Source: an optimization exercise on an open RTL-to-GDS flow (aim: small area). Production flows keep margins and buffers that such runs may drop.
Where RTL was checked, it was by simulation tests only, not by an equivalence proof against the original.
No functional check of the RTL was part of run 1.

==> flow/design.v (outline; a module is shown in full before it is edited, if it fits) <==
// module add_rca: 15 lines
// module add_bk: 33 lines
// module add_sk: 26 lines
// module pan_tilt_top: 943 lines
module pan_tilt_top (
	input  logic clk,
	input  logic reset,
	input  logic in_valid,
	input  logic [11:0] x_com,
	input  logic [11:0] y_com,
	input  logic [11:0] x_light,
	input  logic [11:0] y_light,
	input  logic [11:0] height,
	output logic out_valid,
	output logic [7:0] pan,
	output logic [7:0] tilt
);
  // ...
==> flow/flow/run.sh <==
#!/bin/bash
set -euo pipefail
bash standard.sh ADDER_MAP_FILE= finish > flow_make.log 2>&1
==> flow/standard.sh <==
#!/bin/bash
# synth_recipe.tcl (not shown) runs the flow's synth.tcl, then flattens the netlist and writes it again
# the make line also repeats each setting of config.mk as NAME=value (left out here)
make -C /OpenROAD-flow-scripts/flow DESIGN_CONFIG=/design/flow/config.mk WORK_HOME=/design/flow/orfs CLKGATE_MAP_FILE= SYNTH_SCRIPT=/design/flow/synth_recipe.tcl "${@:-finish}"
==> flow/config.mk <==
export PLATFORM = sky130hd
export DESIGN_NAME = pan_tilt_top
export DESIGN_NICKNAME = pan_tilt_top
export VERILOG_FILES = /design/flow/design.v
export SDC_FILE = /design/flow/constraint.sdc
export NUM_CORES = 4
export LEC_CHECK = 0
export ABC_AREA = 1
export CAP_MARGIN = 20
export CORE_MARGIN = 2
export CORE_UTILIZATION = 40
export CTS_CLUSTER_DIAMETER = 120
export CTS_CLUSTER_SIZE = 30
export SLEW_MARGIN = 20
==> flow/constraint.sdc <==
create_clock -name core_clock -period 5.0 [get_ports {clk}]
set_input_delay 1.0000 -clock core_clock [delete_from_list [all_inputs] [get_ports {clk}]]
set_output_delay 1.0000 -clock core_clock [all_outputs]
set_load 0.01 [all_outputs]
==> key figures, run 1 <==
Finish
  – Fillers: 8291
  – Non-clk bufs: 176
  – Data buffer area share: 0.0432
  – Antenna Cells: 0
  – # clk buffers: 24

Yosys
  – Post-synth EDFFs: 0
  – Syn_nets: 4916
  – Ranking of synthesized cells by area: dfxtp_1 30%, nand2_1 18%, xor2_1 13%
  – Synthesized-area fraction occupied by adder cells: 0.00447
  – Compound-cell area share of the yosys netlist: 0.0526
  – Main combinational cell family by area after synthesis: simple AND/OR/NAND/NOR gates
  – Most common cell in the netlist: nand2_1

Clocking
  – Max clock buf depth: 3
  – Postcts setup bufs: 2
  – CTS sink count: 489

Critical path
  – Worst R2R End: py9_r5[6]$_DFF_P_
  – Crit Path Class: register to output pin
  – End point of the critical path: tilt[5]
  – CP Cell Sequence: inv_1, nor3_4, a21oi_1, nand2_1, nand3b_1, nor2_1, o211ai_1, o211ai_1, and3_1, nand2_1, nor2_2, nand2_1, nor2_2, and2_1, inv_1, nor2_2, nand2_2, buf_4, a21oi_1, nor2_1, dlygate4sd2_1
  – Critical path depth: 21
  – Reg2reg start: px6_r4[8]$_DFF_P_

Placed design
  – GPL Wtd Cong: 0.830
  – Pre-CTS setup slack: -0.180 ns

Detailed routing
  – Routed met2 length: 30800 um
  – DR top layer: met4

GRT
  – Initial antenna violation count: 0
  – First-pass GRT wire length: 111000 um
  – Grt peak-use layer: met2

STA
  – Slew Limit Fails: 0
  – Layout Skew: 0.0433 ns

Status
  – Run status: timing/DRC/antenna clean
==> inputs of run 2 (changes only) <==
--- a/flow/design.v
+++ b/flow/design.v
@@ -293,82 +293,68 @@
 	logic [2:0] pa12_r6;
 	logic [0:0] pb12_s6;
 	logic [3:0] py13_s6;
 	logic [2:0] pa13_s6;
 	logic pc12_s6;
 	logic [3:0] plo12_s6;
 	logic [0:0] pb13_s6;
 	logic [2:0] pa14_s6;
+	logic [7:0] pan_b_s6;
+	logic pcsa_s6_1, pcsa_s6_2;
+	logic pcsa_s6_3, pcsa_s6_4;
+	logic pcsa_s6_5, pcsa_s6_6;
+	logic pcsa_s6_7, pcsa_s6_8;
+	logic pcsa_s6_9, pcsa_s6_10;
+	logic pcsa_s6_11, pcsa_s6_12;
+	logic pcsa_s6_13, pcsa_s6_14;
+	logic pcsa_s6_15, pcsa_s6_16;
+	logic pcsa_s6_17, pcsa_s6_18;
+	logic pcsa_s6_19, pcsa_s6_20;
+	logic pcsa_s6_21, pcsa_s6_22;
+	logic pcsa_s6_23, pcsa_s6_24;
+	logic pcsa_s6_25, pcsa_s6_26;
+	logic pcsa_s6_27, pcsa_s6_28;
+	logic pcsa_s6_29, pcsa_s6_30;
+	logic pcsa_s6_31, pcsa_s6_32;
+	logic pcsa_s6_33, pcsa_s6_34;
+	logic pcsa_s6_35, pcsa_s6_36;
+	logic pcsa_s6_37, pcsa_s6_38;
+	logic pcsa_s6_39, pcsa_s6_40;
+	logic pcsa_s6_41, pcsa_s6_42;
+	logic pcsa_s6_43, pcsa_s6_44;
+	logic pcsa_s6_45, pcsa_s6_46;
+	logic pcsa_s6_47, pcsa_s6_48;
+	logic pcsa_s6_49, pcsa_s6_50;
+	logic pcsa_s6_51, pcsa_s6_52;
+	logic pcsa_s6_53, pcsa_s6_54;
+	logic pcsa_s6_55, pcsa_s6_56;
+	logic pcsa_s6_57, pcsa_s6_58;
+	logic pcsa_s6_59, pcsa_s6_60;
+	logic pcsa_s6_61, pcsa_s6_62;
+	logic pcsa_s6_63, pcsa_s6_64;
+	logic pcsa_s6_65, pcsa_s6_66;
+	logic pcsa_s6_67, pcsa_s6_68;
+	logic pcsa_s6_69, pcsa_s6_70;
+	logic pcsa_s6_71, pcsa_s6_72;
+	logic pcsa_s6_73, pcsa_s6_74;
+	logic pcsa_s6_75, pcsa_s6_76;
+	logic pcsa_s6_77, pcsa_s6_78;
+	logic pcsa_s6_79, pcsa_s6_80;
+	logic pcsa_s6_81, pcsa_s6_82;
+	logic pcsa_s6_83, pcsa_s6_84;
+	logic [15:0] pcsa_s6_85, pcsa_s6_86, pcsa_s6_87;
 	logic [13:0] px14_s6;
 	logic [13:0] tx1_s6;
 	logic [14:0] ty1_s6;
-	logic [0:0] sf_r7;
-	logic [0:0] pb0_r7;
-	logic [0:0] pb1_r7;
-	logic [0:0] pb2_r7;
-	logic [0:0] pb3_r7;
-	logic [0:0] pb4_r7;
-	logic [0:0] pb5_r7;
-	logic [0:0] pb6_r7;
-	logic [0:0] pb7_r7;
-	logic [0:0] pb8_r7;
-	logic [0:0] pb9_r7;
-	logic [0:0] pb10_r7;
-	logic [0:0] pb11_r7;
-	logic [0:0] pb12_r7;
-	logic [0:0] pb13_r7;
+	logic [7:0] pan_b_r7;
 	logic [13:0] tx1_r7;
 	logic [13:0] tx1_q7;
 	logic [14:0] ty1_r7;
 	logic [14:0] ty1_q7;
-	logic [7:0] pan_b_s7;
-	logic pcsa_s7_1, pcsa_s7_2;
-	logic pcsa_s7_3, pcsa_s7_4;
-	logic pcsa_s7_5, pcsa_s7_6;
-	logic pcsa_s7_7, pcsa_s7_8;
-	logic pcsa_s7_9, pcsa_s7_10;
-	logic pcsa_s7_11, pcsa_s7_12;
-	logic pcsa_s7_13, pcsa_s7_14;
-	logic pcsa_s7_15, pcsa_s7_16;
-	logic pcsa_s7_17, pcsa_s7_18;
-	logic pcsa_s7_19, pcsa_s7_20;
-	logic pcsa_s7_21, pcsa_s7_22;
-	logic pcsa_s7_23, pcsa_s7_24;
-	logic pcsa_s7_25, pcsa_s7_26;
-	logic pcsa_s7_27, pcsa_s7_28;
-	logic pcsa_s7_29, pcsa_s7_30;
-	logic pcsa_s7_31, pcsa_s7_32;
-	logic pcsa_s7_33, pcsa_s7_34;
-	logic pcsa_s7_35, pcsa_s7_36;
-	logic pcsa_s7_37, pcsa_s7_38;
-	logic pcsa_s7_39, pcsa_s7_40;
-	logic pcsa_s7_41, pcsa_s7_42;
-	logic pcsa_s7_43, pcsa_s7_44;
-	logic pcsa_s7_45, pcsa_s7_46;
-	logic pcsa_s7_47, pcsa_s7_48;
-	logic pcsa_s7_49, pcsa_s7_50;
-	logic pcsa_s7_51, pcsa_s7_52;
-	logic pcsa_s7_53, pcsa_s7_54;
-	logic pcsa_s7_55, pcsa_s7_56;
-	logic pcsa_s7_57, pcsa_s7_58;
-	logic pcsa_s7_59, pcsa_s7_60;
-	logic pcsa_s7_61, pcsa_s7_62;
-	logic pcsa_s7_63, pcsa_s7_64;
-	logic pcsa_s7_65, pcsa_s7_66;
-	logic pcsa_s7_67, pcsa_s7_68;
-	logic pcsa_s7_69, pcsa_s7_70;
-	logic pcsa_s7_71, pcsa_s7_72;
-	logic pcsa_s7_73, pcsa_s7_74;
-	logic pcsa_s7_75, pcsa_s7_76;
-	logic pcsa_s7_77, pcsa_s7_78;
-	logic pcsa_s7_79, pcsa_s7_80;
-	logic pcsa_s7_81, pcsa_s7_82;
-	logic pcsa_s7_83, pcsa_s7_84;
-	logic [15:0] pcsa_s7_85, pcsa_s7_86, pcsa_s7_87;
 	logic [0:0] tb1_s7;
 	logic [14:0] tx2_s7;
 	logic [13:0] ty2_s7;
 	logic [0:0] tb2_s7;
 	logic [14:0] tx3_s7;
 	logic [12:0] ty3_s7;
 	logic [7:0] pan_b_r8;
 	logic [0:0] tb1_r8;
@@ -540,17 +526,17 @@
 	add_rca #(.W(14)) u_add17 (.a(px6_q4), .b({11'b0, (py6_q4[8:6] ^ {3{py6_q4[9]}})}), .ci(py6_q4[9]), .s(px7_s4));
 	add_sk #(.W(9)) u_add18 (.a(py6_q4[8:0]), .b(({1'b0, px6_q4[13:6]} ^ {9{~py6_q4[9]}})), .ci(~py6_q4[9]), .s(py7_s4));
 	assign pb7_s4 = ~py7_s4[8];
 	add_rca #(.W(14)) u_add19 (.a(px7_s4), .b({13'b0, (py7_s4[7:7] ^ {1{py7_s4[8]}})}), .ci(py7_s4[8]), .s(px8_s4));
 	add_sk #(.W(8)) u_add20 (.a(py7_s4[7:0]), .b(({1'b0, px7_s4[13:7]} ^ {8{~py7_s4[8]}})), .ci(~py7_s4[8]), .s(py8_s4));
 	assign pb8_s4 = ~py8_s4[7];
 	assign pX_s4 = px8_s4;
 	assign pa9_s4 = {2'b0, py8_s4[7]};
-	add_rca #(.W(7)) u_add21 (.a(py8_s4[6:0]), .b(({1'b0, px8_s4[13:8]} ^ {7{~py8_s4[7]}})), .ci(~py8_s4[7]), .s(py9_s4));
+	add_sk #(.W(7)) u_add21 (.a(py8_s4[6:0]), .b(({1'b0, px8_s4[13:8]} ^ {7{~py8_s4[7]}})), .ci(~py8_s4[7]), .s(py9_s4));
 	assign py9_q5 = ~py9_r5;
 	assign pX_q5 = ~pX_r5;
 	assign hcsa_s5_1 = height_r5[0] ^ height_r5[2];
 	assign hcsa_s5_2 = height_r5[0] & height_r5[2];
 	assign hcsa_s5_3 = height_r5[1] ^ height_r5[3] ^ height_r5[4];
 	assign hcsa_s5_4 = (height_r5[1] & height_r5[3]) | (height_r5[1] & height_r5[4]) | (height_r5[3] & height_r5[4]);
 	assign hcsa_s5_5 = height_r5[2] ^ height_r5[4] ^ height_r5[5];
 	assign hcsa_s5_6 = (height_r5[2] & height_r5[4]) | (height_r5[2] & height_r5[5]) | (height_r5[4] & height_r5[5]);
@@ -663,129 +649,129 @@
 	assign hcsa_s5_113 = {1'b0, hcsa_s5_112, hcsa_s5_110, hcsa_s5_108, hcsa_s5_106, hcsa_s5_104, hcsa_s5_102, hcsa_s5_100, hcsa_s5_98, hcsa_s5_96, hcsa_s5_94, hcsa_s5_92, hcsa_s5_90, hcsa_s5_88, hcsa_s5_86, hcsa_s5_84, hcsa_s5_82, hcsa_s5_80, hcsa_s5_78, hcsa_s5_76, hcsa_s5_74, hcsa_s5_73, height_r5[2], height_r5[1], height_r5[0], height_r5[1], height_r5[0]};
 	assign hcsa_s5_114 = {1'b0, height_r5[11], hcsa_s5_111, hcsa_s5_109, hcsa_s5_107, hcsa_s5_105, hcsa_s5_103, hcsa_s5_101, hcsa_s5_99, hcsa_s5_97, hcsa_s5_95, hcsa_s5_93, hcsa_s5_91, hcsa_s5_89, hcsa_s5_87, hcsa_s5_85, hcsa_s5_83, hcsa_s5_81, hcsa_s5_79, hcsa_s5_77, hcsa_s5_75, height_r5[5], height_r5[4], height_r5[3], height_r5[2], 1'b0, 1'b0};
 	add_rca #(.W(27)) u_add22 (.a(hcsa_s5_113), .b(hcsa_s5_114), .ci(1'b0), .s(hcsa_s5_115));
 	assign hs_s5 = hcsa_s5_115[26:14];
 	assign pb9_s5 = ~py9_q5[6];
 	assign pa10_s5 = pa9_r5 + {2'b0, py9_q5[6]};
 	assign plo9_s5 = {1'b0, pX_q5[2:0]} + {1'b0, pa9_r5};
 	assign pc9_s5 = (&pX_q5[8:3]) & plo9_s5[3];
-	add_rca #(.W(6)) u_add23 (.a(py9_q5[5:0]), .b(({1'b0, pX_q5[13:9]} ^ {6{~py9_q5[6]}})), .ci(~(pc9_s5 ^ py9_q5[6])), .s(py10_s5));
+	add_sk #(.W(6)) u_add23 (.a(py9_q5[5:0]), .b(({1'b0, pX_q5[13:9]} ^ {6{~py9_q5[6]}})), .ci(~(pc9_s5 ^ py9_q5[6])), .s(py10_s5));
 	assign pb10_s5 = ~py10_s5[5];
 	assign pa11_s5 = pa10_s5 + {2'b0, py10_s5[5]};
 	assign plo10_s5 = {1'b0, pX_q5[2:0]} + {1'b0, pa10_s5};
 	assign pc10_s5 = (&pX_q5[9:3]) & plo10_s5[3];
-	add_rca #(.W(5)) u_add24 (.a(py10_s5[4:0]), .b(({1'b0, pX_q5[13:10]} ^ {5{~py10_s5[5]}})), .ci(~(pc10_s5 ^ py10_s5[5])), .s(py11_s5));
+	add_sk #(.W(5)) u_add24 (.a(py10_s5[4:0]), .b(({1'b0, pX_q5[13:10]} ^ {5{~py10_s5[5]}})), .ci(~(pc10_s5 ^ py10_s5[5])), .s(py11_s5));
 	assign pb11_s5 = ~py11_s5[4];
 	assign pa12_s5 = pa11_s5 + {2'b0, py11_s5[4]};
 	assign plo11_s5 = {1'b0, pX_q5[2:0]} + {1'b0, pa11_s5};
 	assign pc11_s5 = (&pX_q5[10:3]) & plo11_s5[3];
-	add_rca #(.W(5)) u_add25 (.a(py11_s5), .b(({2'b0, pX_q5[13:11]} ^ {5{~py11_s5[4]}})), .ci(~(pc11_s5 ^ py11_s5[4])), .s(py12_s5));
+	add_sk #(.W(5)) u_add25 (.a(py11_s5), .b(({2'b0, pX_q5[13:11]} ^ {5{~py11_s5[4]}})), .ci(~(pc11_s5 ^ py11_s5[4])), .s(py12_s5));
 	assign pX_q6 = ~pX_r6;
 	assign py12_q6 = ~py12_r6;
 	assign pb12_s6 = ~py12_q6[4];
 	assign pa13_s6 = pa12_r6 + {2'b0, py12_q6[4]};
 	assign plo12_s6 = {1'b0, pX_q6[2:0]} + {1'b0, pa12_r6};
 	assign pc12_s6 = (&pX_q6[11:3]) & plo12_s6[3];
-	add_rca #(.W(4)) u_add26 (.a(py12_q6[3:0]), .b(({2'b0, pX_q6[13:12]} ^ {4{~py12_q6[4]}})), .ci(~(pc12_s6 ^ py12_q6[4])), .s(py13_s6));
+	add_sk #(.W(4)) u_add26 (.a(py12_q6[3:0]), .b(({2'b0, pX_q6[13:12]} ^ {4{~py12_q6[4]}})), .ci(~(pc12_s6 ^ py12_q6[4])), .s(py13_s6));
 	assign pb13_s6 = ~py13_s6[3];
 	assign pa14_s6 = pa13_s6 + {2'b0, py13_s6[3]};
-	add_sk #(.W(14)) u_add27 (.a(pX_q6), .b({11'b0, pa14_s6}), .ci(1'b0), .s(px14_s6));
-	add_sk #(.W(14)) u_add28 (.a(px14_s6), .b({1'b0, hs_r6}), .ci(1'b0), .s(tx1_s6));
-	add_sk #(.W(15)) u_add29 (.a({1'b0, px14_s6}), .b(~{2'b0, hs_r6}), .ci(1'b1), .s(ty1_s6));
+	assign pcsa_s6_1 = pb2_r6 ^ pb3_r6;
+	assign pcsa_s6_2 = pb2_r6 & pb3_r6;
+	assign pcsa_s6_3 = pcsa_s6_1 ^ pb4_r6 ^ pb6_r6;
+	assign pcsa_s6_4 = (pcsa_s6_1 & pb4_r6) | (pcsa_s6_1 & pb6_r6) | (pb4_r6 & pb6_r6);
+	assign pcsa_s6_5 = pb7_r6 ^ pb8_r6;
+	assign pcsa_s6_6 = pb7_r6 & pb8_r6;
+	assign pcsa_s6_7 = pcsa_s6_2 ^ pb2_r6 ^ pb4_r6;
+	assign pcsa_s6_8 = (pcsa_s6_2 & pb2_r6) | (pcsa_s6_2 & pb4_r6) | (pb2_r6 & pb4_r6);
+	assign pcsa_s6_9 = pb5_r6 ^ pb6_r6;
+	assign pcsa_s6_10 = pb5_r6 & pb6_r6;
+	assign pcsa_s6_11 = pb1_r6 ^ pb5_r6;
+	assign pcsa_s6_12 = pb1_r6 & pb5_r6;
+	assign pcsa_s6_13 = pcsa_s6_3 ^ pcsa_s6_5 ^ pb11_r6;
+	assign pcsa_s6_14 = (pcsa_s6_3 & pcsa_s6_5) | (pcsa_s6_3 & pb11_r6) | (pcsa_s6_5 & pb11_r6);
+	assign pcsa_s6_15 = pcsa_s6_4 ^ pcsa_s6_6 ^ pcsa_s6_7;
+	assign pcsa_s6_16 = (pcsa_s6_4 & pcsa_s6_6) | (pcsa_s6_4 & pcsa_s6_7) | (pcsa_s6_6 & pcsa_s6_7);
+	assign pcsa_s6_17 = pcsa_s6_9 ^ pb10_r6;
+	assign pcsa_s6_18 = pcsa_s6_9 & pb10_r6;
+	assign pcsa_s6_19 = pcsa_s6_8 ^ pcsa_s6_10 ^ pcsa_s6_11;
+	assign pcsa_s6_20 = (pcsa_s6_8 & pcsa_s6_10) | (pcsa_s6_8 & pcsa_s6_11) | (pcsa_s6_10 & pcsa_s6_11);
+	assign pcsa_s6_21 = pb9_r6 ^ pb11_r6 ^ 1'b1;
+	assign pcsa_s6_22 = (pb9_r6 & pb11_r6) | (pb9_r6 & 1'b1) | (pb11_r6 & 1'b1);
+	assign pcsa_s6_23 = pcsa_s6_12 ^ pb2_r6 ^ pb4_r6;
+	assign pcsa_s6_24 = (pcsa_s6_12 & pb2_r6) | (pcsa_s6_12 & pb4_r6) | (pb2_r6 & pb4_r6);
+	assign pcsa_s6_25 = pb8_r6 ^ pb10_r6 ^ 1'b1;
+	assign pcsa_s6_26 = (pb8_r6 & pb10_r6) | (pb8_r6 & 1'b1) | (pb10_r6 & 1'b1);
+	assign pcsa_s6_27 = pb2_r6 ^ pb3_r6 ^ pb7_r6;
+	assign pcsa_s6_28 = (pb2_r6 & pb3_r6) | (pb2_r6 & pb7_r6) | (pb3_r6 & pb7_r6);
+	assign pcsa_s6_29 = pb9_r6 ^ 1'b1;
+	assign pcsa_s6_30 = pb9_r6 & 1'b1;
+	assign pcsa_s6_31 = pb1_r6 ^ pb2_r6 ^ pb6_r6;
+	assign pcsa_s6_32 = (pb1_r6 & pb2_r6) | (pb1_r6 & pb6_r6) | (pb2_r6 & pb6_r6);
+	assign pcsa_s6_33 = pb8_r6 ^ 1'b1;
+	assign pcsa_s6_34 = pb8_r6 & 1'b1;
+	assign pcsa_s6_35 = pb1_r6 ^ pb2_r6 ^ pb5_r6;
+	assign pcsa_s6_36 = (pb1_r6 & pb2_r6) | (pb1_r6 & pb5_r6) | (pb2_r6 & pb5_r6);
+	assign pcsa_s6_37 = pb7_r6 ^ 1'b1;
+	assign pcsa_s6_38 = pb7_r6 & 1'b1;
+	assign pcsa_s6_39 = pb1_r6 ^ pb2_r6 ^ pb4_r6;
+	assign pcsa_s6_40 = (pb1_r6 & pb2_r6) | (pb1_r6 & pb4_r6) | (pb2_r6 & pb4_r6);
+	assign pcsa_s6_41 = pcsa_s6_13 ^ pb12_s6;
+	assign pcsa_s6_42 = pcsa_s6_13 & pb12_s6;
+	assign pcsa_s6_43 = pcsa_s6_14 ^ pcsa_s6_15 ^ pcsa_s6_17;
+	assign pcsa_s6_44 = (pcsa_s6_14 & pcsa_s6_15) | (pcsa_s6_14 & pcsa_s6_17) | (pcsa_s6_15 & pcsa_s6_17);
+	assign pcsa_s6_45 = pcsa_s6_16 ^ pcsa_s6_18 ^ pcsa_s6_19;
+	assign pcsa_s6_46 = (pcsa_s6_16 & pcsa_s6_18) | (pcsa_s6_16 & pcsa_s6_19) | (pcsa_s6_18 & pcsa_s6_19);
+	assign pcsa_s6_47 = pcsa_s6_20 ^ pcsa_s6_22 ^ pcsa_s6_23;
+	assign pcsa_s6_48 = (pcsa_s6_20 & pcsa_s6_22) | (pcsa_s6_20 & pcsa_s6_23) | (pcsa_s6_22 & pcsa_s6_23);
+	assign pcsa_s6_49 = pcsa_s6_24 ^ pcsa_s6_26 ^ pcsa_s6_27;
+	assign pcsa_s6_50 = (pcsa_s6_24 & pcsa_s6_26) | (pcsa_s6_24 & pcsa_s6_27) | (pcsa_s6_26 & pcsa_s6_27);
+	assign pcsa_s6_51 = pcsa_s6_28 ^ pcsa_s6_30 ^ pcsa_s6_31;
+	assign pcsa_s6_52 = (pcsa_s6_28 & pcsa_s6_30) | (pcsa_s6_28 & pcsa_s6_31) | (pcsa_s6_30 & pcsa_s6_31);
+	assign pcsa_s6_53 = pcsa_s6_32 ^ pcsa_s6_34 ^ pcsa_s6_35;
+	assign pcsa_s6_54 = (pcsa_s6_32 & pcsa_s6_34) | (pcsa_s6_32 & pcsa_s6_35) | (pcsa_s6_34 & pcsa_s6_35);
+	assign pcsa_s6_55 = pcsa_s6_36 ^ pcsa_s6_38 ^ pcsa_s6_39;
+	assign pcsa_s6_56 = (pcsa_s6_36 & pcsa_s6_38) | (pcsa_s6_36 & pcsa_s6_39) | (pcsa_s6_38 & pcsa_s6_39);
+	assign pcsa_s6_57 = pcsa_s6_40 ^ pb2_r6 ^ pb3_r6;
+	assign pcsa_s6_58 = (pcsa_s6_40 & pb2_r6) | (pcsa_s6_40 & pb3_r6) | (pb2_r6 & pb3_r6);
+	assign pcsa_s6_59 = pcsa_s6_41 ^ pb13_s6;
+	assign pcsa_s6_60 = pcsa_s6_41 & pb13_s6;
+	assign pcsa_s6_61 = pcsa_s6_42 ^ pcsa_s6_43 ^ pb12_s6;
+	assign pcsa_s6_62 = (pcsa_s6_42 & pcsa_s6_43) | (pcsa_s6_42 & pb12_s6) | (pcsa_s6_43 & pb12_s6);
+	assign pcsa_s6_63 = pcsa_s6_44 ^ pcsa_s6_45 ^ pcsa_s6_21;
+	assign pcsa_s6_64 = (pcsa_s6_44 & pcsa_s6_45) | (pcsa_s6_44 & pcsa_s6_21) | (pcsa_s6_45 & pcsa_s6_21);
+	assign pcsa_s6_65 = pcsa_s6_46 ^ pcsa_s6_47 ^ pcsa_s6_25;
+	assign pcsa_s6_66 = (pcsa_s6_46 & pcsa_s6_47) | (pcsa_s6_46 & pcsa_s6_25) | (pcsa_s6_47 & pcsa_s6_25);
+	assign pcsa_s6_67 = pcsa_s6_48 ^ pcsa_s6_49 ^ pcsa_s6_29;
+	assign pcsa_s6_68 = (pcsa_s6_48 & pcsa_s6_49) | (pcsa_s6_48 & pcsa_s6_29) | (pcsa_s6_49 & pcsa_s6_29);
+	assign pcsa_s6_69 = pcsa_s6_50 ^ pcsa_s6_51 ^ pcsa_s6_33;
+	assign pcsa_s6_70 = (pcsa_s6_50 & pcsa_s6_51) | (pcsa_s6_50 & pcsa_s6_33) | (pcsa_s6_51 & pcsa_s6_33);
+	assign pcsa_s6_71 = pcsa_s6_52 ^ pcsa_s6_53 ^ pcsa_s6_37;
+	assign pcsa_s6_72 = (pcsa_s6_52 & pcsa_s6_53) | (pcsa_s6_52 & pcsa_s6_37) | (pcsa_s6_53 & pcsa_s6_37);
+	assign pcsa_s6_73 = pcsa_s6_54 ^ pcsa_s6_55 ^ pb6_r6;
+	assign pcsa_s6_74 = (pcsa_s6_54 & pcsa_s6_55) | (pcsa_s6_54 & pb6_r6) | (pcsa_s6_55 & pb6_r6);
+	assign pcsa_s6_75 = pcsa_s6_56 ^ pcsa_s6_57 ^ pb5_r6;
+	assign pcsa_s6_76 = (pcsa_s6_56 & pcsa_s6_57) | (pcsa_s6_56 & pb5_r6) | (pcsa_s6_57 & pb5_r6);
+	assign pcsa_s6_77 = pcsa_s6_58 ^ pb1_r6 ^ pb4_r6;
+	assign pcsa_s6_78 = (pcsa_s6_58 & pb1_r6) | (pcsa_s6_58 & pb4_r6) | (pb1_r6 & pb4_r6);
+	assign pcsa_s6_79 = pb3_r6 ^ 1'b1;
+	assign pcsa_s6_80 = pb3_r6 & 1'b1;
+	assign pcsa_s6_81 = pb2_r6 ^ 1'b1;
+	assign pcsa_s6_82 = pb2_r6 & 1'b1;
+	assign pcsa_s6_83 = pb1_r6 ^ 1'b1;
+	assign pcsa_s6_84 = pb1_r6 & 1'b1;
+	assign pcsa_s6_85 = {1'b0, pcsa_s6_84, pcsa_s6_82, pcsa_s6_80, pcsa_s6_78, pcsa_s6_76, pcsa_s6_74, pcsa_s6_72, pcsa_s6_70, pcsa_s6_68, pcsa_s6_66, pcsa_s6_64, pcsa_s6_62, pcsa_s6_60, pcsa_s6_59, 1'b1};
+	assign pcsa_s6_86 = {1'b0, pb0_r6, pcsa_s6_83, pcsa_s6_81, pcsa_s6_79, pcsa_s6_77, pcsa_s6_75, pcsa_s6_73, pcsa_s6_71, pcsa_s6_69, pcsa_s6_67, pcsa_s6_65, pcsa_s6_63, pcsa_s6_61, 1'b1, 1'b0};
+	add_sk #(.W(16)) u_add27 (.a(pcsa_s6_85), .b(pcsa_s6_86), .ci(1'b0), .s(pcsa_s6_87));
+	assign pan_b_s6 = {pcsa_s6_87[15] ^ sf_r6, pcsa_s6_87[14:8]};
+	add_sk #(.W(14)) u_add28 (.a(pX_q6), .b({11'b0, pa14_s6}), .ci(1'b0), .s(px14_s6));
+	add_sk #(.W(14)) u_add29 (.a(px14_s6), .b({1'b0, hs_r6}), .ci(1'b0), .s(tx1_s6));
+	add_sk #(.W(15)) u_add30 (.a({1'b0, px14_s6}), .b(~{2'b0, hs_r6}), .ci(1'b1), .s(ty1_s6));
 	assign tx1_q7 = ~tx1_r7;
 	assign ty1_q7 = ~ty1_r7;
-	assign pcsa_s7_1 = pb2_r7 ^ pb3_r7;
-	assign pcsa_s7_2 = pb2_r7 & pb3_r7;
-	assign pcsa_s7_3 = pcsa_s7_1 ^ pb4_r7 ^ pb6_r7;
-	assign pcsa_s7_4 = (pcsa_s7_1 & pb4_r7) | (pcsa_s7_1 & pb6_r7) | (pb4_r7 & pb6_r7);
-	assign pcsa_s7_5 = pb7_r7 ^ pb8_r7;
-	assign pcsa_s7_6 = pb7_r7 & pb8_r7;
-	assign pcsa_s7_7 = pcsa_s7_2 ^ pb2_r7 ^ pb4_r7;
-	assign pcsa_s7_8 = (pcsa_s7_2 & pb2_r7) | (pcsa_s7_2 & pb4_r7) | (pb2_r7 & pb4_r7);
-	assign pcsa_s7_9 = pb5_r7 ^ pb6_r7;
-	assign pcsa_s7_10 = pb5_r7 & pb6_r7;
-	assign pcsa_s7_11 = pb1_r7 ^ pb5_r7;
-	assign pcsa_s7_12 = pb1_r7 & pb5_r7;
-	assign pcsa_s7_13 = pcsa_s7_3 ^ pcsa_s7_5 ^ pb11_r7;
-	assign pcsa_s7_14 = (pcsa_s7_3 & pcsa_s7_5) | (pcsa_s7_3 & pb11_r7) | (pcsa_s7_5 & pb11_r7);
-	assign pcsa_s7_15 = pcsa_s7_4 ^ pcsa_s7_6 ^ pcsa_s7_7;
-	assign pcsa_s7_16 = (pcsa_s7_4 & pcsa_s7_6) | (pcsa_s7_4 & pcsa_s7_7) | (pcsa_s7_6 & pcsa_s7_7);
-	assign pcsa_s7_17 = pcsa_s7_9 ^ pb10_r7;
-	assign pcsa_s7_18 = pcsa_s7_9 & pb10_r7;
-	assign pcsa_s7_19 = pcsa_s7_8 ^ pcsa_s7_10 ^ pcsa_s7_11;
-	assign pcsa_s7_20 = (pcsa_s7_8 & pcsa_s7_10) | (pcsa_s7_8 & pcsa_s7_11) | (pcsa_s7_10 & pcsa_s7_11);
-	assign pcsa_s7_21 = pb9_r7 ^ pb11_r7 ^ 1'b1;
-	assign pcsa_s7_22 = (pb9_r7 & pb11_r7) | (pb9_r7 & 1'b1) | (pb11_r7 & 1'b1);
-	assign pcsa_s7_23 = pcsa_s7_12 ^ pb2_r7 ^ pb4_r7;
-	assign pcsa_s7_24 = (pcsa_s7_12 & pb2_r7) | (pcsa_s7_12 & pb4_r7) | (pb2_r7 & pb4_r7);
-	assign pcsa_s7_25 = pb8_r7 ^ pb10_r7 ^ 1'b1;
-	assign pcsa_s7_26 = (pb8_r7 & pb10_r7) | (pb8_r7 & 1'b1) | (pb10_r7 & 1'b1);
-	assign pcsa_s7_27 = pb2_r7 ^ pb3_r7 ^ pb7_r7;
-	assign pcsa_s7_28 = (pb2_r7 & pb3_r7) | (pb2_r7 & pb7_r7) | (pb3_r7 & pb7_r7);
-	assign pcsa_s7_29 = pb9_r7 ^ 1'b1;
-	assign pcsa_s7_30 = pb9_r7 & 1'b1;
-	assign pcsa_s7_31 = pb1_r7 ^ pb2_r7 ^ pb6_r7;
-	assign pcsa_s7_32 = (pb1_r7 & pb2_r7) | (pb1_r7 & pb6_r7) | (pb2_r7 & pb6_r7);
-	assign pcsa_s7_33 = pb8_r7 ^ 1'b1;
-	assign pcsa_s7_34 = pb8_r7 & 1'b1;
-	assign pcsa_s7_35 = pb1_r7 ^ pb2_r7 ^ pb5_r7;
-	assign pcsa_s7_36 = (pb1_r7 & pb2_r7) | (pb1_r7 & pb5_r7) | (pb2_r7 & pb5_r7);
-	assign pcsa_s7_37 = pb7_r7 ^ 1'b1;
-	assign pcsa_s7_38 = pb7_r7 & 1'b1;
-	assign pcsa_s7_39 = pb1_r7 ^ pb2_r7 ^ pb4_r7;
-	assign pcsa_s7_40 = (pb1_r7 & pb2_r7) | (pb1_r7 & pb4_r7) | (pb2_r7 & pb4_r7);
-	assign pcsa_s7_41 = pcsa_s7_13 ^ pb12_r7;
-	assign pcsa_s7_42 = pcsa_s7_13 & pb12_r7;
-	assign pcsa_s7_43 = pcsa_s7_14 ^ pcsa_s7_15 ^ pcsa_s7_17;
-	assign pcsa_s7_44 = (pcsa_s7_14 & pcsa_s7_15) | (pcsa_s7_14 & pcsa_s7_17) | (pcsa_s7_15 & pcsa_s7_17);
-	assign pcsa_s7_45 = pcsa_s7_16 ^ pcsa_s7_18 ^ pcsa_s7_19;
-	assign pcsa_s7_46 = (pcsa_s7_16 & pcsa_s7_18) | (pcsa_s7_16 & pcsa_s7_19) | (pcsa_s7_18 & pcsa_s7_19);
-	assign pcsa_s7_47 = pcsa_s7_20 ^ pcsa_s7_22 ^ pcsa_s7_23;
-	assign pcsa_s7_48 = (pcsa_s7_20 & pcsa_s7_22) | (pcsa_s7_20 & pcsa_s7_23) | (pcsa_s7_22 & pcsa_s7_23);
-	assign pcsa_s7_49 = pcsa_s7_24 ^ pcsa_s7_26 ^ pcsa_s7_27;
-	assign pcsa_s7_50 = (pcsa_s7_24 & pcsa_s7_26) | (pcsa_s7_24 & pcsa_s7_27) | (pcsa_s7_26 & pcsa_s7_27);
-	assign pcsa_s7_51 = pcsa_s7_28 ^ pcsa_s7_30 ^ pcsa_s7_31;
-	assign pcsa_s7_52 = (pcsa_s7_28 & pcsa_s7_30) | (pcsa_s7_28 & pcsa_s7_31) | (pcsa_s7_30 & pcsa_s7_31);
-	assign pcsa_s7_53 = pcsa_s7_32 ^ pcsa_s7_34 ^ pcsa_s7_35;
-	assign pcsa_s7_54 = (pcsa_s7_32 & pcsa_s7_34) | (pcsa_s7_32 & pcsa_s7_35) | (pcsa_s7_34 & pcsa_s7_35);
-	assign pcsa_s7_55 = pcsa_s7_36 ^ pcsa_s7_38 ^ pcsa_s7_39;
-	assign pcsa_s7_56 = (pcsa_s7_36 & pcsa_s7_38) | (pcsa_s7_36 & pcsa_s7_39) | (pcsa_s7_38 & pcsa_s7_39);
-	assign pcsa_s7_57 = pcsa_s7_40 ^ pb2_r7 ^ pb3_r7;
-	assign pcsa_s7_58 = (pcsa_s7_40 & pb2_r7) | (pcsa_s7_40 & pb3_r7) | (pb2_r7 & pb3_r7);
-	assign pcsa_s7_59 = pcsa_s7_41 ^ pb13_r7;
-	assign pcsa_s7_60 = pcsa_s7_41 & pb13_r7;
-	assign pcsa_s7_61 = pcsa_s7_42 ^ pcsa_s7_43 ^ pb12_r7;
-	assign pcsa_s7_62 = (pcsa_s7_42 & pcsa_s7_43) | (pcsa_s7_42 & pb12_r7) | (pcsa_s7_43 & pb12_r7);
-	assign pcsa_s7_63 = pcsa_s7_44 ^ pcsa_s7_45 ^ pcsa_s7_21;
-	assign pcsa_s7_64 = (pcsa_s7_44 & pcsa_s7_45) | (pcsa_s7_44 & pcsa_s7_21) | (pcsa_s7_45 & pcsa_s7_21);
-	assign pcsa_s7_65 = pcsa_s7_46 ^ pcsa_s7_47 ^ pcsa_s7_25;
-	assign pcsa_s7_66 = (pcsa_s7_46 & pcsa_s7_47) | (pcsa_s7_46 & pcsa_s7_25) | (pcsa_s7_47 & pcsa_s7_25);
-	assign pcsa_s7_67 = pcsa_s7_48 ^ pcsa_s7_49 ^ pcsa_s7_29;
-	assign pcsa_s7_68 = (pcsa_s7_48 & pcsa_s7_49) | (pcsa_s7_48 & pcsa_s7_29) | (pcsa_s7_49 & pcsa_s7_29);
-	assign pcsa_s7_69 = pcsa_s7_50 ^ pcsa_s7_51 ^ pcsa_s7_33;
-	assign pcsa_s7_70 = (pcsa_s7_50 & pcsa_s7_51) | (pcsa_s7_50 & pcsa_s7_33) | (pcsa_s7_51 & pcsa_s7_33);
-	assign pcsa_s7_71 = pcsa_s7_52 ^ pcsa_s7_53 ^ pcsa_s7_37;
-	assign pcsa_s7_72 = (pcsa_s7_52 & pcsa_s7_53) | (pcsa_s7_52 & pcsa_s7_37) | (pcsa_s7_53 & pcsa_s7_37);
-	assign pcsa_s7_73 = pcsa_s7_54 ^ pcsa_s7_55 ^ pb6_r7;
-	assign pcsa_s7_74 = (pcsa_s7_54 & pcsa_s7_55) | (pcsa_s7_54 & pb6_r7) | (pcsa_s7_55 & pb6_r7);
-	assign pcsa_s7_75 = pcsa_s7_56 ^ pcsa_s7_57 ^ pb5_r7;
-	assign pcsa_s7_76 = (pcsa_s7_56 & pcsa_s7_57) | (pcsa_s7_56 & pb5_r7) | (pcsa_s7_57 & pb5_r7);
-	assign pcsa_s7_77 = pcsa_s7_58 ^ pb1_r7 ^ pb4_r7;
-	assign pcsa_s7_78 = (pcsa_s7_58 & pb1_r7) | (pcsa_s7_58 & pb4_r7) | (pb1_r7 & pb4_r7);
-	assign pcsa_s7_79 = pb3_r7 ^ 1'b1;
-	assign pcsa_s7_80 = pb3_r7 & 1'b1;
-	assign pcsa_s7_81 = pb2_r7 ^ 1'b1;
-	assign pcsa_s7_82 = pb2_r7 & 1'b1;
-	assign pcsa_s7_83 = pb1_r7 ^ 1'b1;
-	assign pcsa_s7_84 = pb1_r7 & 1'b1;
-	assign pcsa_s7_85 = {1'b0, pcsa_s7_84, pcsa_s7_82, pcsa_s7_80, pcsa_s7_78, pcsa_s7_76, pcsa_s7_74, pcsa_s7_72, pcsa_s7_70, pcsa_s7_68, pcsa_s7_66, pcsa_s7_64, pcsa_s7_62, pcsa_s7_60, pcsa_s7_59, 1'b1};
-	assign pcsa_s7_86 = {1'b0, pb0_r7, pcsa_s7_83, pcsa_s7_81, pcsa_s7_79, pcsa_s7_77, pcsa_s7_75, pcsa_s7_73, pcsa_s7_71, pcsa_s7_69, pcsa_s7_67, pcsa_s7_65, pcsa_s7_63, pcsa_s7_61, 1'b1, 1'b0};
-	add_sk #(.W(16)) u_add30 (.a(pcsa_s7_85), .b(pcsa_s7_86), .ci(1'b0), .s(pcsa_s7_87));
-	assign pan_b_s7 = {pcsa_s7_87[15] ^ sf_r7, pcsa_s7_87[14:8]};
 	assign tb1_s7 = ~ty1_q7[14];
 	add_rca #(.W(15)) u_add31 (.a({1'b0, tx1_q7}), .b({2'b0, (ty1_q7[13:1] ^ {13{ty1_q7[14]}})}), .ci(ty1_q7[14]), .s(tx2_s7));
 	add_sk #(.W(14)) u_add32 (.a(ty1_q7[13:0]), .b(({1'b0, tx1_q7[13:1]} ^ {14{~ty1_q7[14]}})), .ci(~ty1_q7[14]), .s(ty2_s7));
 	assign tb2_s7 = ~ty2_s7[13];
 	add_rca #(.W(15)) u_add33 (.a(tx2_s7), .b({4'b0, (ty2_s7[12:2] ^ {11{ty2_s7[13]}})}), .ci(ty2_s7[13]), .s(tx3_s7));
 	add_sk #(.W(13)) u_add34 (.a(ty2_s7[12:0]), .b((tx2_s7[14:2] ^ {13{~ty2_s7[13]}})), .ci(~ty2_s7[13]), .s(ty3_s7));
 	assign tx3_q8 = ~tx3_r8;
 	assign ty3_q8 = ~ty3_r8;
@@ -806,29 +792,29 @@
 	assign tx7_q10 = ~tx7_r10;
 	assign ty7_q10 = ~ty7_r10;
 	assign tb7_s10 = ~ty7_q10[9];
 	add_rca #(.W(15)) u_add43 (.a(tx7_q10), .b({13'b0, (ty7_q10[8:7] ^ {2{ty7_q10[9]}})}), .ci(ty7_q10[9]), .s(tx8_s10));
 	add_sk #(.W(9)) u_add44 (.a(ty7_q10[8:0]), .b(({1'b0, tx7_q10[14:7]} ^ {9{~ty7_q10[9]}})), .ci(~ty7_q10[9]), .s(ty8_s10));
 	assign tb8_s10 = ~ty8_s10[8];
 	assign tX_s10 = tx8_s10;
 	assign ta9_s10 = {2'b0, ty8_s10[8]};
-	add_rca #(.W(8)) u_add45 (.a(ty8_s10[7:0]), .b(({1'b0, tx8_s10[14:8]} ^ {8{~ty8_s10[8]}})), .ci(~ty8_s10[8]), .s(ty9_s10));
+	add_sk #(.W(8)) u_add45 (.a(ty8_s10[7:0]), .b(({1'b0, tx8_s10[14:8]} ^ {8{~ty8_s10[8]}})), .ci(~ty8_s10[8]), .s(ty9_s10));
 	assign tXh9_s10 = tX_s10[14:9];
 	assign tXa9_s10 = &tX_s10[8:3];
 	assign tXl9_s10 = tX_s10[2:0];
 	assign ty9_q11 = ~ty9_r11;
 	assign tXh9_q11 = ~tXh9_r11;
 	assign tXl9_q11 = ~tXl9_r11;
 	assign tX_s11 = {tXh9_q11, {6{tXa9_r11}}, tXl9_q11};
 	assign tb9_s11 = ~ty9_q11[7];
 	assign ta10_s11 = ta9_r11 + {2'b0, ty9_q11[7]};
 	assign tlo9_s11 = {1'b0, tX_s11[2:0]} + {1'b0, ta9_r11};
 	assign tc9_s11 = (&tX_s11[8:3]) & tlo9_s11[3];
-	add_rca #(.W(7)) u_add46 (.a(ty9_q11[6:0]), .b(({1'b0, tX_s11[14:9]} ^ {7{~ty9_q11[7]}})), .ci(~(tc9_s11 ^ ty9_q11[7])), .s(ty10_s11));
+	add_sk #(.W(7)) u_add46 (.a(ty9_q11[6:0]), .b(({1'b0, tX_s11[14:9]} ^ {7{~ty9_q11[7]}})), .ci(~(tc9_s11 ^ ty9_q11[7])), .s(ty10_s11));
 	assign tpcsa_s11_1 = tb2_r11 ^ tb3_r11;
 	assign tpcsa_s11_2 = tb2_r11 & tb3_r11;
 	assign tpcsa_s11_3 = tpcsa_s11_1 ^ tb4_r11 ^ tb6_r11;
 	assign tpcsa_s11_4 = (tpcsa_s11_1 & tb4_r11) | (tpcsa_s11_1 & tb6_r11) | (tb4_r11 & tb6_r11);
 	assign tpcsa_s11_5 = tpcsa_s11_2 ^ tb2_r11 ^ tb4_r11;
 	assign tpcsa_s11_6 = (tpcsa_s11_2 & tb2_r11) | (tpcsa_s11_2 & tb4_r11) | (tb2_r11 & tb4_r11);
 	assign tpcsa_s11_7 = tb1_r11 ^ tb5_r11;
 	assign tpcsa_s11_8 = tb1_r11 & tb5_r11;
@@ -889,26 +875,26 @@
 	assign tpcsa_s11_63 = {1'b1, tpcsa_s11_62, tpcsa_s11_60, tpcsa_s11_58, tpcsa_s11_56, tpcsa_s11_54, tpcsa_s11_52, tpcsa_s11_50, tpcsa_s11_48, tpcsa_s11_46, tpcsa_s11_44, tpcsa_s11_42, tpcsa_s11_40, tpcsa_s11_38, tpcsa_s11_37, 1'b1};
 	assign tpcsa_s11_64 = {1'b0, 1'b1, tpcsa_s11_61, tpcsa_s11_59, tpcsa_s11_57, tpcsa_s11_55, tpcsa_s11_53, tpcsa_s11_51, tpcsa_s11_49, tpcsa_s11_47, tpcsa_s11_45, tpcsa_s11_43, tpcsa_s11_41, tpcsa_s11_39, 1'b1, 1'b0};
 	add_sk #(.W(16)) u_add47 (.a(tpcsa_s11_63), .b(tpcsa_s11_64), .ci(1'b0), .s(tpcsa_s11_65));
 	assign tpart_s11 = tpcsa_s11_65;
 	assign tb10_s11 = ~ty10_s11[6];
 	assign ta11_s11 = ta10_s11 + {2'b0, ty10_s11[6]};
 	assign tlo10_s11 = {1'b0, tX_s11[2:0]} + {1'b0, ta10_s11};
 	assign tc10_s11 = (&tX_s11[9:3]) & tlo10_s11[3];
-	add_rca #(.W(6)) u_add48 (.a(ty10_s11[5:0]), .b(({1'b0, tX_s11[14:10]} ^ {6{~ty10_s11[6]}})), .ci(~(tc10_s11 ^ ty10_s11[6])), .s(ty11_s11));
+	add_sk #(.W(6)) u_add48 (.a(ty10_s11[5:0]), .b(({1'b0, tX_s11[14:10]} ^ {6{~ty10_s11[6]}})), .ci(~(tc10_s11 ^ ty10_s11[6])), .s(ty11_s11));
 	assign tb11_s11 = ~ty11_s11[5];
 	assign ta12_s11 = ta11_s11 + {2'b0, ty11_s11[5]};
 	assign tlo11_s11 = {1'b0, tX_s11[2:0]} + {1'b0, ta11_s11};
 	assign tc11_s11 = (&tX_s11[10:3]) & tlo11_s11[3];
-	add_rca #(.W(5)) u_add49 (.a(ty11_s11[4:0]), .b(({1'b0, tX_s11[14:11]} ^ {5{~ty11_s11[5]}})), .ci(~(tc11_s11 ^ ty11_s11[5])), .s(ty12_s11));
+	add_sk #(.W(5)) u_add49 (.a(ty11_s11[4:0]), .b(({1'b0, tX_s11[14:11]} ^ {5{~ty11_s11[5]}})), .ci(~(tc11_s11 ^ ty11_s11[5])), .s(ty12_s11));
 	assign tb12_s11 = ~ty12_s11[4];
 	assign tlo12_s11 = {1'b0, tX_s11[2:0]} + {1'b0, ta12_s11};
 	assign tc12_s11 = (&tX_s11[11:3]) & tlo12_s11[3];
-	add_rca #(.W(5)) u_add50 (.a(ty12_s11), .b(({2'b0, tX_s11[14:12]} ^ {5{~ty12_s11[4]}})), .ci(~(tc12_s11 ^ ty12_s11[4])), .s(ty13_s11));
+	add_sk #(.W(5)) u_add50 (.a(ty12_s11), .b(({2'b0, tX_s11[14:12]} ^ {5{~ty12_s11[4]}})), .ci(~(tc12_s11 ^ ty12_s11[4])), .s(ty13_s11));
 	assign ty13_q12 = ~ty13_r12;
 	assign tb13_s12 = ~ty13_q12[4];
 	assign tqcsa_s12_1 = tb11_r12 ^ tb12_r12;
 	assign tqcsa_s12_2 = tb11_r12 & tb12_r12;
 	assign tqcsa_s12_3 = tb10_r12 ^ tb12_r12;
 	assign tqcsa_s12_4 = tb10_r12 & tb12_r12;
 	assign tqcsa_s12_5 = {1'b0, 1'b0, tb10_r12, tqcsa_s12_4, tqcsa_s12_2, tqcsa_s12_1, 1'b0};
 	assign tqcsa_s12_6 = {1'b0, 1'b0, 1'b0, tb11_r12, tqcsa_s12_3, tb13_s12, 1'b0};
@@ -976,34 +962,20 @@
 		pb8_r6 <= pb8_r5;
 		pX_r6 <= ~pX_q5;
 		hs_r6 <= hs_s5;
 		pb9_r6 <= pb9_s5;
 		pb10_r6 <= pb10_s5;
 		pb11_r6 <= pb11_s5;
 		py12_r6 <= ~py12_s5;
 		pa12_r6 <= pa12_s5;
-		sf_r7 <= sf_r6;
-		pb0_r7 <= pb0_r6;
-		pb1_r7 <= pb1_r6;
-		pb2_r7 <= pb2_r6;
-		pb3_r7 <= pb3_r6;
-		pb4_r7 <= pb4_r6;
-		pb5_r7 <= pb5_r6;
-		pb6_r7 <= pb6_r6;
-		pb7_r7 <= pb7_r6;
-		pb8_r7 <= pb8_r6;
-		pb9_r7 <= pb9_r6;
-		pb10_r7 <= pb10_r6;
-		pb11_r7 <= pb11_r6;
-		pb12_r7 <= pb12_s6;
-		pb13_r7 <= pb13_s6;
+		pan_b_r7 <= pan_b_s6;
 		tx1_r7 <= ~tx1_s6;
 		ty1_r7 <= ~ty1_s6;
-		pan_b_r8 <= pan_b_s7;
+		pan_b_r8 <= pan_b_r7;
 		tb1_r8 <= tb1_s7;
 		tb2_r8 <= tb2_s7;
 		tx3_r8 <= ~tx3_s7;
 		ty3_r8 <= ~ty3_s7;
 		pan_b_r9 <= pan_b_r8;
 		tb1_r9 <= tb1_r8;
 		tb2_r9 <= tb2_r8;
 		tb3_r9 <= tb3_s8;
==> run 2 against run 1 <==
Largest cell class unchanged. Synthesized cell count is 5.2% higher. Wire length is 1.3% higher. Die area is 1.7% higher. Core utilization is 1.5 points lower. Sequential share of layout area hardly changed. Via count is 3.5% higher. Highest routed layer unchanged. Still clean.
==> key figures, run 2 <==
Status
  – Run status: timing/DRC/antenna clean (unchanged)

Floorplanning
  – Overall die width: 291 um (was 289 um)
  – IO Count: 80 (unchanged)
  – Area of the core: 81800 um^2 (was 80400 um^2)
  – Die Height: 291 um (was 289 um)
  – Initial core utilization: 0.403 (about the same)
  – Row cnt: 105 (was 104)
  – Area of the die: 84800 um^2 (was 83400 um^2)

Yosys
  – Post-synth ARST share: 0 (unchanged)
  – Yosys cell types: 69 (was 73)
  – FF+latch count, synth: 482 (was 489)
  – Syn_nets: 5169 (was 4916)
  – Synth top area share: 0.292 (was 0.302)
  – Warnings from Yosys: 14 (was 11)
  – Sequential-to-total area share from yosys stat: 0.292 (was 0.302)
  – Post-synth top area cell: dfxtp_1 (unchanged)
  – Synth Area per Inst: 6.46 um^2 (was 6.69 um^2)
  – Post-synth EDFFs: 0 (unchanged)
  – Most common cell in the netlist: nand2_1 (unchanged)
  – Post-synth top cells: 1801 x nand2_1, 660 x inv_1, 482 x dfxtp_1 (was 1579 x nand2_1, 598 x inv_1, 489 x dfxtp_1)
  – Top_reg_cell synth: dfxtp_1 (unchanged)
  – Ranking of synthesized cells by area: dfxtp_1 29%, nand2_1 20%, xor2_1 12% (was dfxtp_1 30%, nand2_1 18%, xor2_1 13%)
  – Gate Count Post-Synth: 5106 (was 4853)
  – Netlist Area Pre-Place: 33000 um^2 (was 32400 um^2)

Placed design
  – GPL Wtd Cong: 0.841 (was 0.830)
  – Dpl cells: 6238 (was 5992)
  – DP Wirelength: 55500 um (was 53200 um)
  – Count of buffers from port buffering: 79 (unchanged)
  – Area of placed instances: 35000 um^2 (was 34600 um^2)

Min path
  – Hold Crit Class: register to register (unchanged)
  – WHS Path Cells: 0 (unchanged)
  – Hold EP: sf_r3$_DFF_P_ (was height_r5[11]$_DFF_P_)
  – Min-Delay Startpoint: sf_r2$_DFF_P_ (was height_r4[11]$_DFF_P_)

Finish
  – Cell area after layout: 35800 um^2 (was 36400 um^2)
  – Area Growth Syn to Fin: 8.55% (was 12.2%)
  – Non-Filler Instances: 6269 (was 6066)
  – Final layout net count: 5255 (was 5059)
  – Antenna Cells: 0 (unchanged)
  – Layout cell share with drive strength beyond 1: 0.0823 (was 0.127)
  – Most common cell after layout, fill and taps aside: nand2_1 (unchanged)
  – Most frequent cells in the layout: 1796 x nand2_1, 659 x inv_1, 473 x dfxtp_1, 438 x xor2_1, 393 x nand3_1 (was 1545 x nand2_1, 593 x inv_1, 476 x dfxtp_1, 466 x xor2_1, 360 x nand3_1)

Detailed routing
  – DR DRC count: 0 (unchanged)
  – First DRT Iteration DRCs: 1048 (was 993)
  – First-pass detailed-route iteration total: 5 (unchanged)
  – DR vias/cell: 4.47 (was 4.46)
  – Remaining antenna violation count after routing: 0 (unchanged)
  – Total Wirelength: 65900 um (was 65100 um)
  – Via count: 28020 (was 27070)
  – WL/cell: 10.5 um (was 10.7 um)

Critical path
  – CP top delay family: simple AND/OR/NAND/NOR gates (unchanged)
  – FF-to-FF path depth: 34 (was 35)
  – Worst R2R End: ty7_r10[9]$_DFF_P_ (was py9_r5[6]$_DFF_P_)
  – CP Cell Sequence: or2_2, a31oi_4, nand2_1, a32o_1, a211oi_2, or2_4, and3_4, nand2_1, nor2_2, and3_4, nand2_2, nor2_4, nand2_4, nand2_2, a31oi_1, clkdlybuf4s50_1 (was inv_1, nor3_4, a21oi_1, nand2_1, nand3b_1, nor2_1, o211ai_1, o211ai_1, and3_1, nand2_1, nor2_2, nand2_1, nor2_2, and2_1, inv_1, nor2_2, nand2_2, buf_4, a21oi_1, nor2_1, dlygate4sd2_1)
  – Worst-path maximum fanout: 6 (unchanged)
  – CP Capture Type: output pin (unchanged)
  – Reg2reg setup slack: 0.59 ns (was 0.47 ns)
  – Reg2reg start: ty5_r9[11]$_DFF_P_ (was px6_r4[8]$_DFF_P_)
  – CP Data Arrival Time: 3.66 ns (was 3.62 ns)
  – Crit Path Class: register to output pin (unchanged)
  – Worst Path Buf+Inv: 1 (was 4)
  – Crit path required time: 4.00 ns (about the same)
  – Startpoint types: register (unchanged)
  – Delay of the slowest critical-path stage: 0.50 ns (was 0.37 ns)
  – Crit-path slowest cell: clkdlybuf4s50_1 (was dfxtp_2)

Clocking
  – CTS sink count: 482 (was 489)
  – Clock transition at the registers of the reported paths: 0.11 ns (about the same)
  – CTS root buf: clkbuf_16 (unchanged)
  – Max clock buf depth: 3 (unchanged)
  – # hold bufs at CTS: 0 (unchanged)
  – H-tree depth: 1 (unchanged)
  – Worst-skew pair later-pin latency: 0.59 ns (was 0.61 ns)
  – CTS Buf Count: 22 (unchanged)
  – CTS tree: yes (unchanged)

STA
  – Final hold violation count: 0 (unchanged)
  – Max Clock Freq: 0.215 GHz (was 0.217 GHz)
  – Slew @ Worst Pin: 0.649 ns (was 0.602 ns)
  – Slew Limit Fails: 0 (unchanged)
  – Layout Skew: 0.0304 ns (was 0.0433 ns)
  – Final Critical Period: 4.66 ns (was 4.62 ns)
  – Post-Route Setup TNS: 0 ns (unchanged)
  – Final Setup Violations: 0 (unchanged)
  – Worst hold slack: 0.326 ns (was 0.311 ns)
  – Slew margin rel.: 0.564 (was 0.596)
  – Tcrit/Tclk final: 0.931 (was 0.923)

GRT
  – Initial antenna violation count: 0 (unchanged)
  – All-Layer GR Usage: 0.157 (about the same)
  – Vias in the first global route: 25815 (was 24833)
  – Largest net degree at the start of global routing: 31 (unchanged)
  – First-pass GRT wire length: 114000 um (was 111000 um)
  – Gr ovfl total: 0 (unchanged)

Job
  – Max Cap Viol: 0 (unchanged)
-- run 2: cell types whose count changed in the layout (fill, tap and decap cells not counted), sizes merged, moves of 10 or more --
cell | previous run | this run
maj3 | 14 | 4
xor2 | 496 | 451
nand2 | 1674 | 1879
buf | 97 | 37
inv | 617 | 679
-- run 2: through the flow --
stage                     worst slack (ns)  utilization
after floorplan                      0.737            -
after global placement              0.0501        0.428
after detailed placement           0.00774        0.428
after CTS                           0.0216        0.437
after global routing               -0.0155        0.438
final                                0.344        0.438
-- run 2: timing repair --
| item | in CTS | in global routing |
|---|---|---|
| resized for setup | 10 | 31 |
| pin swaps | 0 | 2 |
| setup endpoints to repair | 8 | 41 |
| buffers inserted | 0 | 0 |
| hold endpoints to repair | 0 | 0 |
-- run 2: kinds of logic after synthesis --
logic type | count (synthesis) | share of synthesized area
buffers and inverters | 731 | 0.0888
DFF | 482 | 0.292
muxes | 5 | 0.00152
and+or+nand+nor | 2905 | 0.380
xor gates and xnor gates | 667 | 0.181
AOI/OAI and AO/OA | 312 | 0.0545
adders and majority gates | 4 | 0.00121
-- run 2: per-layer routing --
layer	up-vias	routed length (um)	GRT usage
met4	0	931	0.0273
met2	199	30600	0.286
met5	-	0	0
li1	15770	-	-
met1	11991	32700	0.201
met3	60	1700	0.0160
-- run 2: worst max-delay path by stage --
stage                          start                  to  cells past startpoint
CTS                 tb12_r12$_DFF_P_             tilt[6]                     18
detailed placement        x_light[0]  px0_r1[10]$_DFF_P_                     30
finish              tb12_r12$_DFF_P_             tilt[7]                     16
global placement          x_light[0]  px0_r1[10]$_DFF_P_                     30
floorplan                 x_light[0]  py0_r1[11]$_DFF_P_                     31
global route        pX_r6[8]$_DFF_P_  tx1_r7[13]$_DFF_P_                     33
-- run 2: final cells by class --
cell class | instances | area, um^2
multi-input cells | 3893 | 20500
flip-flops and latches | 482 | 9660
inverters | 677 | 2550
clock buffers | 22 | 551
repair buffers | 116 | 1090
fillers | 8615 | 46000
clock inverters | 9 | 123
well taps | 1070 | 1340

## what the ideal ports hide
How much do the figures lean on ideal ports? The routed layouts below were timed once more, with nothing changed but the port constraints.
Step 1: set_driving_cell puts a clkbuf_16 on clk and a buf_2 on each other input, an assumption about the parent block.
Step 2 moves the port delays by t, midway between the first and last clock arrival at a register: inputs arrive t later, outputs are due t later. That takes back most of the time a late clock gives input paths.
Slacks: ideal ports / drivers / drivers and shift; pairs: ideal ports / drivers.
run | t (ns) | setup WS [ns] | pins driven straight from the clock port
run 1 | 0.640 | 0.384 / 0.324 / -0.088 | 1
run 2 | 0.635 | 0.344 / 0.282 / 0.028 | 1
Met with ideal ports but missed after step 2: setup timing in run 1. For run 1, which loses most, drivers alone change the setup slack by -0.060 ns; drivers and shift together by -0.472 ns.
